Context: an optimization exercise on an open-source flow, tuned for small area, a short achievable clock period and few clock cycles per item. The choices shown serve that exercise and are no tape-out recipe.
Function was checked by simulation only, so behaviour that the tests miss may differ from the original.
Power and IR drop assume default switching activity.

$ cat flow/design.v
package dcache_pkg;
   localparam int IDX_W = 3;
   localparam int TAG_W = 26;
   localparam int SETS  = 8;
   localparam int WAYS  = 2;
   localparam int LINES = WAYS * SETS;
endpackage
`timescale 1ns/1ns
module dcache_top (
   input  logic        CLK,
   input  logic        nRST,
   input  logic        cpu_ren,
   input  logic        cpu_wen,
   input  logic [31:0] cpu_addr,
   input  logic [31:0] cpu_wdata,
   input  logic        halt,
   output logic        dhit,
   output logic [31:0] dmemload,
   output logic        flushed,
   output logic        mem_ren,
   output logic        mem_wen,
   output logic [31:0] mem_addr,
   output logic [31:0] mem_wdata,
   input  logic        dwait,
   input  logic [31:0] dload
);
   localparam int TAG_W = dcache_pkg::TAG_W;
   localparam int LINES = dcache_pkg::LINES;
   typedef enum logic [3:0] {
      IDLE, WB0, WB1, FILL0, FILL1, RESP, FSTART, FWB0, FWB1, DONE
   } state_t;
   logic [LINES-1:0]                 valid_q, dirty_q;
   logic [LINES-1:0][TAG_W-1:0]      tag_q;
   logic [LINES-1:0][1:0][31:0]      data_q;
   logic [7:0]                       lru_q;      
   state_t             state_q;
   logic               fl_q;                    
   logic [2:0]         fidx_q;                  
   logic               way_q;                   
   logic               last_q;                  
   logic               dhit_q, ren_q, wen_q, flushed_q;
   logic [31:3]        maddr_q;
   logic               mword_q;
   logic [31:0]        mwdata_q;
   logic [31:0]        rd0_q, rd1_q;            
   logic [TAG_W-1:0]   ctag;
   logic [2:0]         cidx, sidx;
   logic               coff, req, done;
   logic [TAG_W-1:0]   t0, t1, tsel;
   logic [1:0][31:0]   x0, x1;                  
   logic               m0, m1, hit, vict, wsel, vdirty;
   logic [31:0]        xsel;
   logic [LINES-1:0]   pend;                    
   logic [LINES-1:0]   pend_next;
   logic               any_pend, any_next;
   logic [3:0]         first_pend, first_next;
   assign ctag = cpu_addr[31:6];
   assign cidx = cpu_addr[5:3];
   assign coff = cpu_addr[2];
   assign req  = cpu_ren | cpu_wen;
   assign done = !dwait;
   assign sidx = fl_q ? fidx_q : cidx;
   assign t0 = tag_q[{1'b0, sidx}];
   assign t1 = tag_q[{1'b1, sidx}];
   assign x0 = data_q[{1'b0, sidx}];
   assign x1 = data_q[{1'b1, sidx}];
   assign m0 = valid_q[{1'b0, cidx}] && (t0 == ctag);
   assign m1 = valid_q[{1'b1, cidx}] && (t1 == ctag);
   assign hit = m0 | m1;
   assign vict = lru_q[cidx];
   assign vdirty = valid_q[{vict, cidx}] & dirty_q[{vict, cidx}];
   assign wsel = (state_q == IDLE) ? vict : way_q;
   assign tsel = wsel ? t1 : t0;
   always_comb begin
      if ((state_q == WB0) || (state_q == FWB0)) begin
         xsel = wsel ? x1[1] : x0[1];
      end else begin
         xsel = wsel ? x1[0] : x0[0];
      end
   end
   assign pend      = valid_q & dirty_q;
   assign pend_next = pend & ~(LINES'(1) << {way_q, fidx_q});
   always_comb begin
      any_pend   = 1'b0;
      first_pend = '0;
      any_next   = 1'b0;
      first_next = '0;
      for (int l = LINES - 1; l >= 0; l--) begin
         if (pend[l]) begin
            any_pend   = 1'b1;
            first_pend = 4'(l);
         end
         if (pend_next[l]) begin
            any_next   = 1'b1;
            first_next = 4'(l);
         end
      end
   end
   assign dhit      = dhit_q;
   assign dmemload  = way_q ? rd1_q : rd0_q;
   assign flushed   = flushed_q;
   assign mem_ren   = ren_q;
   assign mem_wen   = wen_q;
   assign mem_addr  = {maddr_q, mword_q, 2'b00};
   assign mem_wdata = mwdata_q;
   always_ff @(posedge CLK, negedge nRST) begin
      if (!nRST) begin
         state_q   <= IDLE;
         fl_q      <= 1'b0;
         dhit_q    <= 1'b0;
         ren_q     <= 1'b0;
         wen_q     <= 1'b0;
         flushed_q <= 1'b0;
         valid_q   <= '0;
         lru_q     <= '0;
      end else begin
         case (state_q)
            IDLE: begin
               if (halt) begin
                  fl_q <= 1'b1;
                  if (any_pend) begin
                     state_q <= FSTART;
                  end else begin
                     state_q   <= DONE;
                     flushed_q <= 1'b1;
                  end
               end else if (req && hit) begin
                  state_q <= RESP;
                  dhit_q  <= 1'b1;
               end else if (req && vdirty) begin
                  state_q <= WB0;
                  wen_q   <= 1'b1;
               end else if (req) begin
                  state_q <= FILL0;
                  ren_q   <= 1'b1;
               end
            end
            WB0: begin
               if (done) state_q <= WB1;
            end
            WB1: begin
               if (done) begin
                  state_q <= FILL0;
                  wen_q   <= 1'b0;
                  ren_q   <= 1'b1;
               end
            end
            FILL0: begin
               if (done) state_q <= FILL1;
            end
            FILL1: begin
               if (done) begin
                  state_q                <= RESP;
                  ren_q                  <= 1'b0;
                  dhit_q                 <= 1'b1;
                  valid_q[{way_q, cidx}] <= 1'b1;
               end
            end
            RESP: begin
               state_q     <= IDLE;
               dhit_q      <= 1'b0;
               lru_q[cidx] <= ~way_q;
            end
            FSTART: begin
               state_q <= FWB0;
               wen_q   <= 1'b1;
            end
            FWB0: begin
               if (done) state_q <= FWB1;
            end
            FWB1: begin
               if (done && last_q) begin
                  state_q   <= DONE;
                  wen_q     <= 1'b0;
                  flushed_q <= 1'b1;
               end else if (done) begin
                  state_q <= FWB0;
               end
            end
            DONE: begin
            end
            default: begin
               state_q <= IDLE;
            end
         endcase
      end
   end
   logic             fill_done, cpu_write, clean;
   logic [31:0]      wbus;
   logic [3:0]       wline;
   logic             wword;
   assign fill_done = ((state_q == FILL0) || (state_q == FILL1)) && done;
   assign cpu_write = (state_q == RESP) && cpu_wen;
   assign clean     = (state_q == FWB0) && done;
   assign wbus      = (state_q == RESP) ? cpu_wdata : dload;
   assign wline     = {way_q, clean ? fidx_q : cidx};
   assign wword     = (state_q == RESP) ? coff : (state_q == FILL1);
   always_ff @(posedge CLK) begin
      for (int l = 0; l < LINES; l++) begin
         for (int w = 0; w < 2; w++) begin
            if ((fill_done || cpu_write) && (wline == 4'(l)) && (wword == w[0])) begin
               data_q[l][w] <= wbus;
            end
         end
         if ((state_q == FILL1) && done && (wline == 4'(l))) begin
            tag_q[l] <= ctag;
         end
         if (((state_q == FILL1) && done || cpu_write || clean) && (wline == 4'(l))) begin
            dirty_q[l] <= cpu_write;
         end
      end
   end
   always_ff @(posedge CLK) begin
      case (state_q)
         IDLE: begin
            rd0_q <= coff ? x0[1] : x0[0];
            rd1_q <= coff ? x1[1] : x1[0];
            if (halt) begin
               way_q  <= first_pend[3];
               fidx_q <= first_pend[2:0];
            end else begin
               way_q <= hit ? m1 : vict;
            end
            mword_q  <= 1'b0;
            maddr_q  <= vdirty ? {tsel, cidx} : {ctag, cidx};
            mwdata_q <= xsel;
         end
         WB0, FWB0: begin
            if (done) begin
               mword_q  <= 1'b1;
               mwdata_q <= xsel;
            end
            if (done && (state_q == FWB0)) begin
               way_q  <= first_next[3];
               fidx_q <= first_next[2:0];
               last_q <= !any_next;
            end
         end
         WB1: begin
            if (done) begin
               mword_q <= 1'b0;
               maddr_q <= {ctag, cidx};
            end
         end
         FILL0: begin
            if (done) begin
               mword_q <= 1'b1;
               if (!coff) begin
                  rd0_q <= dload;
                  rd1_q <= dload;
               end
            end
         end
         FILL1: begin
            if (done) begin
               if (coff) begin
                  rd0_q <= dload;
                  rd1_q <= dload;
               end
            end
         end
         FSTART: begin
            mword_q  <= 1'b0;
            maddr_q  <= {tsel, fidx_q};
            mwdata_q <= xsel;
         end
         FWB1: begin
            if (done) begin
               mword_q  <= 1'b0;
               maddr_q  <= {tsel, fidx_q};
               mwdata_q <= xsel;
            end
         end
         default: begin
         end
      endcase
   end
endmodule
$ cat flow/run.sh
#!/bin/bash
# synth_recipe.tcl (not shown) runs the flow's synth.tcl, then flattens the netlist and writes it again
# the make line also repeats each setting of config.mk as NAME=value (left out here)
make -C /OpenROAD-flow-scripts/flow DESIGN_CONFIG=/design/flow/config.mk WORK_HOME=/design/flow/orfs CLKGATE_MAP_FILE= SYNTH_SCRIPT=/design/flow/synth_recipe.tcl finish
$ cat flow/constraint.sdc
create_clock -name core_clock -period 8.0 [get_ports {CLK}]
set_input_delay 1.6000 -clock core_clock [delete_from_list [all_inputs] [get_ports {CLK}]]
set_output_delay 1.6000 -clock core_clock [all_outputs]
set_load 0.01 [all_outputs]
$ cat flow/config.mk
export PLATFORM = sky130hd
export DESIGN_NAME = dcache_top
export DESIGN_NICKNAME = dcache_top
export VERILOG_FILES = /design/flow/design.v
export SDC_FILE = /design/flow/constraint.sdc
export NUM_CORES = 4
export LEC_CHECK = 0
export CAP_MARGIN = 20
export CORE_MARGIN = 2
export CORE_UTILIZATION = 45
export SETUP_SLACK_MARGIN = 5
export SLEW_MARGIN = 20
==> impl_metrics.toml, run 1 <==
[status]
status = "complete, no violations"

[placement]
post-dp-hpwl_mm = 120.5
place_congestion = 0.8841
portBuffers = 197

[sta]
fmax_mhz = 248.2
fin_skew_ps = 90.75
finalSetupViolCount = 0
tightest_slew_ps = 1102
hold_violations = 0
fin_crit_ps = 4030
max_slew_margin_pct = 26.55
period_share_pct = 50.37
slew_viol_final = 0
tns_ps = 0
rsz0062_at_grt = "yes"

[synth]
async_reset_ff_share_pct = 2.037
synth.avg_cell_area_um2 = 12.21
synth.most_common_cell = "edfxtp_1"
yosys.area_share.simple_pct = 16.02
synth_edf_count = 1587
synth.largest_area_cell = "edfxtp_1"
syn_inst = 5724
syn_area_um2 = 69890
synth_top_family_by_area = "simple AND/OR/NAND/NOR gates"
synth-compound-area-share_pct = 8.020
synth_top_area_share_pct = 68.18
ys_seq_elements = 1620
synth_commonest_cells = "edfxtp_1, nand2_1, nand3_1, clkbuf_1, o21ai_0"
synth-main-ff-cell = "edfxtp_1"
synth_xor_area_share_pct = 0.6391
synth_fa_ha_area_share_pct = 0.1074
yosys-top-cells-area = "edfxtp_1, nand2_1, nand3_1"
synth_mux_area_share_pct = 3.296
synth_cell_type_count = 93
ys_warn_count = 1
ys_seq_area_share_pct = 69.37

[floorplanning]
fp.dieW_um = 398.1
die_h_um = 398.1
dieArea_um2 = 158500
io_pins = 202
initial_utilization_pct = 45.32
core_region_area_um2 = 154200
rows = 144

[power_and_ir_drop]
p_clk_share_pct = 20.7
power.density_nw_per_um2 = 389.1
p_int_w = 0.02235
power.switching_w = 0.01478
finalPower_w = 0.03713
ir_worst_vdd_mv = 0.2835
comb_power_share_pct = 50.1
power.leakage_nw = 34.22
p_seq_share_pct = 29.2
swShare_pct = 39.81

[detailed_routing]
dr_total_vias = 55396
dr.pass1.iters = 6
drt_iter0_drc = 9306
drc = 0
wl_mm = 292.7
wire_per_inst_um = 34.19
final_antenna_net_count = 0
viasPerCell = 6.470

[clock_tree]
cts.sinks = 1620
clock_path_buffers = 3
insertion_delay_ps = 860
cts_hold_buf = 0
cts_max_level = 4
cts_buffers = 170
cts.clk_slew.worst_paths_ps = 60
root_buffer = "clkbuf_16"
tritoncts = "built"

[critical_path]
critPathLaunch = "cpu_addr[4]"
ff2ff_setup_slack_ps = 4100
reg2reg_depth = 12
crit_buf_inv = 5
crit_cells = 14
critical_path.endpoint = "wen_q"
worst-setup-path-type = "in2reg"
worstReg2RegStart = "fidx_q[2]"
crit_required_ps = 8740
critPathTopFamily = "simple AND/OR/NAND/NOR gates"
path_cells = "bufbuf_16 > buf_4 > bufbuf_16 > buf_4 > o21ai_0 > a222oi_1 > nor3_2 > xnor2_2 > nor4_4 > and3_4 > and4_4 > buf_4 > o221ai_4 > o21a_1"
slowest_stage = "nor4_4"
slowest_delay_ps = 390
start_kind = "primary input"
arrival_ps = 4770
path_common_cell = "buf_4"
path_max_fanout = 5
worstSetupEndpointType = "flop"
r2r-end = "way_q"

[global_route]
grt_max_degree = 99
grt_pass1_wl_mm = 374.2
track_usage_pct = 33.33
grt_overflow = 0
grt_pass1_vias = 50269
antenna_found_initial = 7

[worst_hold_path]
hp-class = "reg2reg"

[layout]
layout-drive-gt1-share_pct = 30.13
area_growth_pct = 36.55
num-fill-cells = 11123
fin_nets = 6477
utilization_pct = 61.88

[flow_run]
drv_cap = 0
[worst reg2reg max path, delay by kind of cell, from the launching register on]
kind	cells	cell delay, ps
AND/OR/NAND/NOR	5	1410
AO/OA/AOI/OAI	4	810
flip-flops	1	610
buffers and inverters	2	580
XOR/XNOR	1	240
[area by class of cell]
cell class / instances / area (um^2) / share of cell area (%)
Multi-Input combinational cell: 3680 / 25840 / 27.07
Antenna cell: 9 / 22.52 / 0.02360
Clock inverter: 81 / 733.2 / 0.7682
Timing Repair inverter: 1 / 30.03 / 0.03146
Clock buffer: 231 / 4564 / 4.783
Timing Repair Buffer: 845 / 12940 / 13.56
Inverter: 51 / 255.2 / 0.2674
Tap cell: 2044 / 2557 / 2.680
Sequential cell: 1620 / 48500 / 50.82
[routing by layer]
layer	part of all wire (%)	vias to the layer above	wire length [um]	global-route usage, %
li1	-	22478	-	-
met2	44	4525	129100	51.30
met4	6.9	2	20210	16.66
met1	35	27429	102700	44.23
met3	14	962	40760	8.092
met5	0.0044	-	13	0
[flip-flops by register name (all words and copies together) (netlist names), 3 cells and up]
| register | flops |
|---|---|
| data_q | 1024 |
| dirty_q | 16 |
| fidx_q | 3 |
| lru_q | 8 |
| maddr_q | 29 |
| mwdata_q | 32 |
| rd0_q | 32 |
| rd1_q | 32 |
| state_q | 4 |
| tag_q | 416 |
| valid_q | 16 |
[timing repair]
action / in CTS / in global routing
gates cloned: 113 / 65
resized for setup: 1416 / 545
setup endpoints to repair: 2833 / 1749
pin swaps: 133 / 166
setup buffers: 263 / 99
[cell families (layout without fill, tap and decap cells)]
group                    after synthesis  in the layout
other                                  1             11
multiplexers                         162            169
AO/OA/AOI/OAI                        866            869
AND/OR/NAND/NOR                     2578           2583
buffers and inverters                440           1209
XOR/XNOR                              51             51
flip-flops                          1620           1620
adder cells (fa/ha/maj)                6              6
[worst min-delay path by stage]
stage | from | endpoint | depth (start not counted)
floorplan | valid_q[7] | valid_q[7] | 1
global placement | lru_q[0] | lru_q[0] | 1
detailed placement | lru_q[0] | lru_q[0] | 1
CTS | lru_q[0] | lru_q[0] | 1
global route | lru_q[3] | lru_q[3] | 1
finish | lru_q[0] | lru_q[0] | 1
[cell usage in the layout (no fill, tap or decap), types with 25 or more instances in the layout]
cell type,count
a31oi_1,30
and3_1,41
a31oi_4,98
buf_12,164
and3_4,98
a22oi_1,28
a211oi_1,43
mux4_2,44
buf_2,58
o22ai_1,30
clkdlybuf4s50_1,92
nand2_2,71
nand3_2,108
o21ai_1,45
o21ai_2,47
edfxtp_1,1587
nor2_1,78
nand3_1,394
dfrtp_1,27
mux2_4,93
a21oi_1,167
clkinv_1,39
nand3_4,58
a22o_1,51
buf_16,113
nand2_1,1428
clkbuf_1,54
buf_4,186
nor2b_1,40
clkbuf_16,226
buf_6,129
nor2_4,53
o21ai_0,105
a21o_1,25
nand2_4,59
[per-stage QoR]
step	hold slack, ps	std cells	setup WS, ps	area, um^2
finish	496.4	8562	3970	95440
global route	523.2	8556	4007	95420
CTS	494.2	8389	4040	90490
detailed placement	481.3	7701	1398	75330
floorplan	443.9	5725	3768	72240
global placement	473.5	7699	1385	75270
[power groups by stage]
stage,combinational [W],sequential (W),clock (W)
after CTS,0.0166,0.0109,0.00765
after global placement,0.0113,0.0111,0
after floorplan,0.00763,0.0110,0
after detailed placement,0.0114,0.0111,0
after global routing,0.0191,0.0109,0.00801
final,0.0186,0.0109,0.00768
Testbench counts, summed over its fixed seeds: cycles 38,225, accesses 4,800.
==> run 2, diff against run 1 <==
--- a/flow/design.v
+++ b/flow/design.v
@@ -43,5 +43,5 @@
    logic               mword_q;
    logic [31:0]        mwdata_q;
-   logic [31:0]        rd0_q, rd1_q;            
+   logic [31:0]        rd_q;                    
    logic [TAG_W-1:0]   ctag;
    logic [2:0]         cidx, sidx;
@@ -49,5 +49,7 @@
    logic [TAG_W-1:0]   t0, t1, tsel;
    logic [1:0][31:0]   x0, x1;                  
+   logic [LINES-1:0]   mline;                   
    logic               m0, m1, hit, vict, wsel, vdirty;
+   logic [31:0]        xo0, xo1;
    logic [31:0]        xsel;
    logic [LINES-1:0]   pend;                    
@@ -65,7 +67,14 @@
    assign x0 = data_q[{1'b0, sidx}];
    assign x1 = data_q[{1'b1, sidx}];
-   assign m0 = valid_q[{1'b0, cidx}] && (t0 == ctag);
-   assign m1 = valid_q[{1'b1, cidx}] && (t1 == ctag);
+   always_comb begin
+      for (int l = 0; l < LINES; l++) begin
+         mline[l] = valid_q[l] && (tag_q[l] == ctag);
+      end
+   end
+   assign m0  = mline[{1'b0, cidx}];
+   assign m1  = mline[{1'b1, cidx}];
    assign hit = m0 | m1;
+   assign xo0 = coff ? x0[1] : x0[0];
+   assign xo1 = coff ? x1[1] : x1[0];
    assign vict = lru_q[cidx];
    assign vdirty = valid_q[{vict, cidx}] & dirty_q[{vict, cidx}];
@@ -98,5 +107,5 @@
    end
    assign dhit      = dhit_q;
-   assign dmemload  = way_q ? rd1_q : rd0_q;
+   assign dmemload  = rd_q;
    assign flushed   = flushed_q;
    assign mem_ren   = ren_q;
@@ -214,6 +223,5 @@
       case (state_q)
          IDLE: begin
-            rd0_q <= coff ? x0[1] : x0[0];
-            rd1_q <= coff ? x1[1] : x1[0];
+            rd_q <= m1 ? xo1 : xo0;
             if (halt) begin
                way_q  <= first_pend[3];
@@ -247,6 +255,5 @@
                mword_q <= 1'b1;
                if (!coff) begin
-                  rd0_q <= dload;
-                  rd1_q <= dload;
+                  rd_q <= dload;
                end
             end
@@ -255,6 +262,5 @@
             if (done) begin
                if (coff) begin
-                  rd0_q <= dload;
-                  rd1_q <= dload;
+                  rd_q <= dload;
                end
             end
==> run 2 against run 1 <==
Global-route usage decreased by 1.4 points. Synthesized cell count decreased by 11%. First-iteration DRC count decreased by 14%. Via count decreased by 9.1%. Routed wire length decreased by 9.5%. Non-clock buffer count decreased by 4. Fmax increased by 11%. Highest routed layer unchanged. Critical path type unchanged. Flip-flop and latch count decreased by 32. Combinational power decreased by 22%. Area after synthesis decreased by 0.16%. Die area decreased by 0.16%. Utilization decreased by 1.6 points. Still clean on timing, DRC and antenna.
==> impl_metrics.toml, run 2 <==
[status]
status = "complete, no violations"

[global_route]
track_usage_pct = 31.88
grt_pass1_vias = 46723
grt_util_met1_pct = 43.73
grt_overflow = 0
grt.met2_usage_pct = 48.18
antenna_found_initial = 10
busiest_layer = "met2"
grt_pass1_wl_mm = 356.3
met3_usage_pct = 7.482
grt_max_degree = 97

[placement]
dp.cells = 7100
place_congestion = 0.8888
portBuffers = 197
post-dp-hpwl_mm = 120.2

[synth]
synth.avg_cell_area_um2 = 13.66
syn_inst = 5107
ys_seq_area_share_pct = 68.10
ys_warn_count = 1
synth_commonest_cells = "edfxtp_1, nand2_1, xor2_1, nand3_1, clkbuf_1"
syn_area_um2 = 69780
synth_top_area_share_pct = 66.92
synth.most_common_cell = "edfxtp_1"
yosys-top-cells-area = "edfxtp_1, nand2_1, mux4_2"
ys_seq_elements = 1588
async_reset_ff_share_pct = 2.078
synth-main-ff-cell = "edfxtp_1"
synth_edf_count = 1555
synth_cell_type_count = 66
synth.largest_area_cell = "edfxtp_1"

[power_and_ir_drop]
p_clk_share_pct = 23.6
finalPower_w = 0.03274
p_int_w = 0.02039
p_seq_share_pct = 32.1
comb_power_share_pct = 44.3
ir_worst_vdd_mv = 0.3302
power.switching_w = 0.01235
power.leakage_nw = 32.27
swShare_pct = 37.72
power.density_nw_per_um2 = 352.5

[sta]
slew_viol_final = 0
finalSetupViolCount = 0
rsz0062_at_grt = "yes"
max_slew_margin_pct = 21.82
tightest_slew_ps = 1173
fmax_mhz = 276.3
tns_ps = 0
fin_skew_ps = 75.64
fin_crit_ps = 3619
period_share_pct = 45.23
hold_violations = 0

[critical_path]
path_max_fanout = 4
worst-setup-path-type = "in2reg"
critPathTopFamily = "buffers and inverters"
slowest_delay_ps = 460
crit_buf_inv = 7
path_common_cell = "buf_12"
crit_required_ps = 8600
worstSetupEndpointType = "flop"
start_kind = "primary input"
slowest_stage = "a211oi_4"
path_cells = "buf_12 > clkinvlp_4 > buf_12 > o21a_4 > buf_12 > buf_4 > buf_6 > buf_12 > mux4_2 > and2_1 > a211oi_4 > a31oi_1 > mux2_4"
arrival_ps = 4210

[floorplanning]
initial_utilization_pct = 45.30
rows = 144
die_h_um = 397.8
fp.dieW_um = 397.8
io_pins = 202
dieArea_um2 = 158200
core_region_area_um2 = 154000

[layout]
seqCellArea_um2 = 47530
largest_reg_flops = 1024
multiInputGateArea_um2 = 23870
num-fill-cells = 11269
final_cell_mix = "edfxtp_1, nand2_1, xor2_1, nand3_1, buf_12"
fin_nets = 5899
layout-drive-gt1-share_pct = 29.10
area_growth_pct = 33.13
top_register = "data_q"
final_common_cell = "edfxtp_1"
reg.largest.list = "data_q (1024), tag_q (416)"
finalNonFillerCells = 7966

[detailed_routing]
final_antenna_net_count = 0
wire_per_inst_um = 33.27
viasPerCell = 6.319
drt_iter0_drc = 7965
drc = 0
dr.pass1.iters = 9
dr_total_vias = 50336
wl_mm = 265.0

[clock_tree]
cts.clk_slew.worst_paths_ps = 60
cts_max_level = 4
tritoncts = "built"
insertion_delay_ps = 850
cts.sinks = 1588
cts_hold_buf = 0
cts_buffers = 168
root_buffer = "clkbuf_16"
clock_path_buffers = 3

[flow_run]
drv_cap = 0

[worst_hold_path]
hp-class = "reg2reg"
[run 2: worst register-to-register path, delay by kind of cell, from the launching register on]
family | cells | cell delay, ps
mux | 2 | 760
flops | 1 | 640
simple gates | 2 | 610
compound gates | 3 | 790
buf+inv | 4 | 450
[run 2: through the flow]
stage	setup slack [ps]	util [%]	cell area, um^2	hold slack, ps
3_3_place_gp	2035	48.19	74240	460.8
6_report	4381	60.30	92890	477.1
5_1_grt	4384	60.30	92890	510.5
2_1_floorplan	4159	-	71090	442.0
4_1_cts	4543	58.40	89970	482.2
3_5_place_dp	1993	48.23	74300	468.6
[run 2: power groups by stage]
| stage | logic [W] | clock network, W | registers, W |
|---|---|---|---|
| floorplan | 0.00650 | 0 | 0.0107 |
| global placement | 0.00982 | 0 | 0.0107 |
| detailed placement | 0.00988 | 0 | 0.0107 |
| CTS | 0.0131 | 0.00774 | 0.0105 |
| global route | 0.0150 | 0.00808 | 0.0106 |
| finish | 0.0145 | 0.00773 | 0.0105 |
[run 2: area by class of cell]
cell class | count | area share (%)
Sequential cell | 1588 | 51.17
Multi-Input combinational cell | 3144 | 25.70
Timing Repair Buffer | 841 | 14.34
Clock buffer | 206 | 4.690
Tap cell | 2044 | 2.753
Clock inverter | 94 | 1.087
Inverter | 47 | 0.2573
Antenna cell | 2 | 0.005388
[run 2: path summary, 6_finish.rpt]
check                      cells after the start  slack [ps]        start          end
min                                            2         480     lru_q[3]     lru_q[3]
max                                           13        4380  cpu_addr[3]  maddr_q[28]
min in group asynchronous                      1         860         nRST     lru_q[6]
min reg2reg                                    2         480     lru_q[3]     lru_q[3]
max in group asynchronous                      1        6490         nRST         fl_q
max reg2reg                                   11        4540         fl_q  maddr_q[28]
[run 2: logic make-up (layout without fill, tap and decap cells)]
group                      count (synthesis)  count (layout)  synth area share (%)
AOI/OAI and AO/OA                        511             516                 5.065
xor gates and xnor gates                 419             419                 5.281
adders and majority gates                  7               7                0.1255
buffers and inverters                    403            1188                 2.600
DFF                                     1588            1588                 68.10
muxes                                    239             239                 6.624
other                                      1               4              0.005374
and+or+nand+nor                         1939            1961                 12.20
[run 2: layer usage]
metal | routed length (um) | vias to the layer above | share of wire [%]
li1 | - | 20551 | -
met1 | 97190 | 25333 | 37
met2 | 117900 | 3721 | 44
met3 | 34190 | 727 | 13
met4 | 15710 | 4 | 5.9
met5 | 24 | - | 0.0091
[run 2: timing repair]
item | CTS | global route
hold endpoints to repair | 0 | 0
pin swaps | 165 | 129
gates cloned | 136 | 29
gates resized for setup | 1321 | 292
setup endpoints to repair | 2699 | 1384
setup buffers | 335 | 64
Testbench counts of run 2, summed over its fixed seeds: cycles 38,225, accesses 4,800.

## re-timing with driven ports
Ports are ideal in the flow. The routed layouts listed here were re-timed in OpenROAD. Step 1 sets driving cells, clkbuf_16 on the clock port and buf_2 on the other inputs (assumed; they add their load-dependent delay and slew). Step 2, shift: input delay + t, output delay - t, t = (earliest + latest rising clock arrival at the registers) / 2. This alone moves slack from input paths to output paths. Slacks: ideal ports / drivers / drivers and shift; pairs: ideal ports / drivers.
| run | shift t [ns] | slack for setup (ns) | hold slack, ns | worst setup path at the end | worst register clock-pin slew, ns |
|---|---|---|---|---|---|
| run 1 | 0.896 | 3.970 / 3.841 / 2.945 | 0.496 / 0.496 / 0.496 | input to register | 0.07 / 0.07 |
| run 2 | 0.895 | 4.381 / 4.388 / 3.493 | 0.477 / 0.477 / 0.477 | input to register | 0.07 / 0.07 |
After both steps setup and hold are still met in every run listed. For run 1, which loses most, drivers alone change the setup slack by -0.129 ns; drivers and shift together by -1.025 ns.
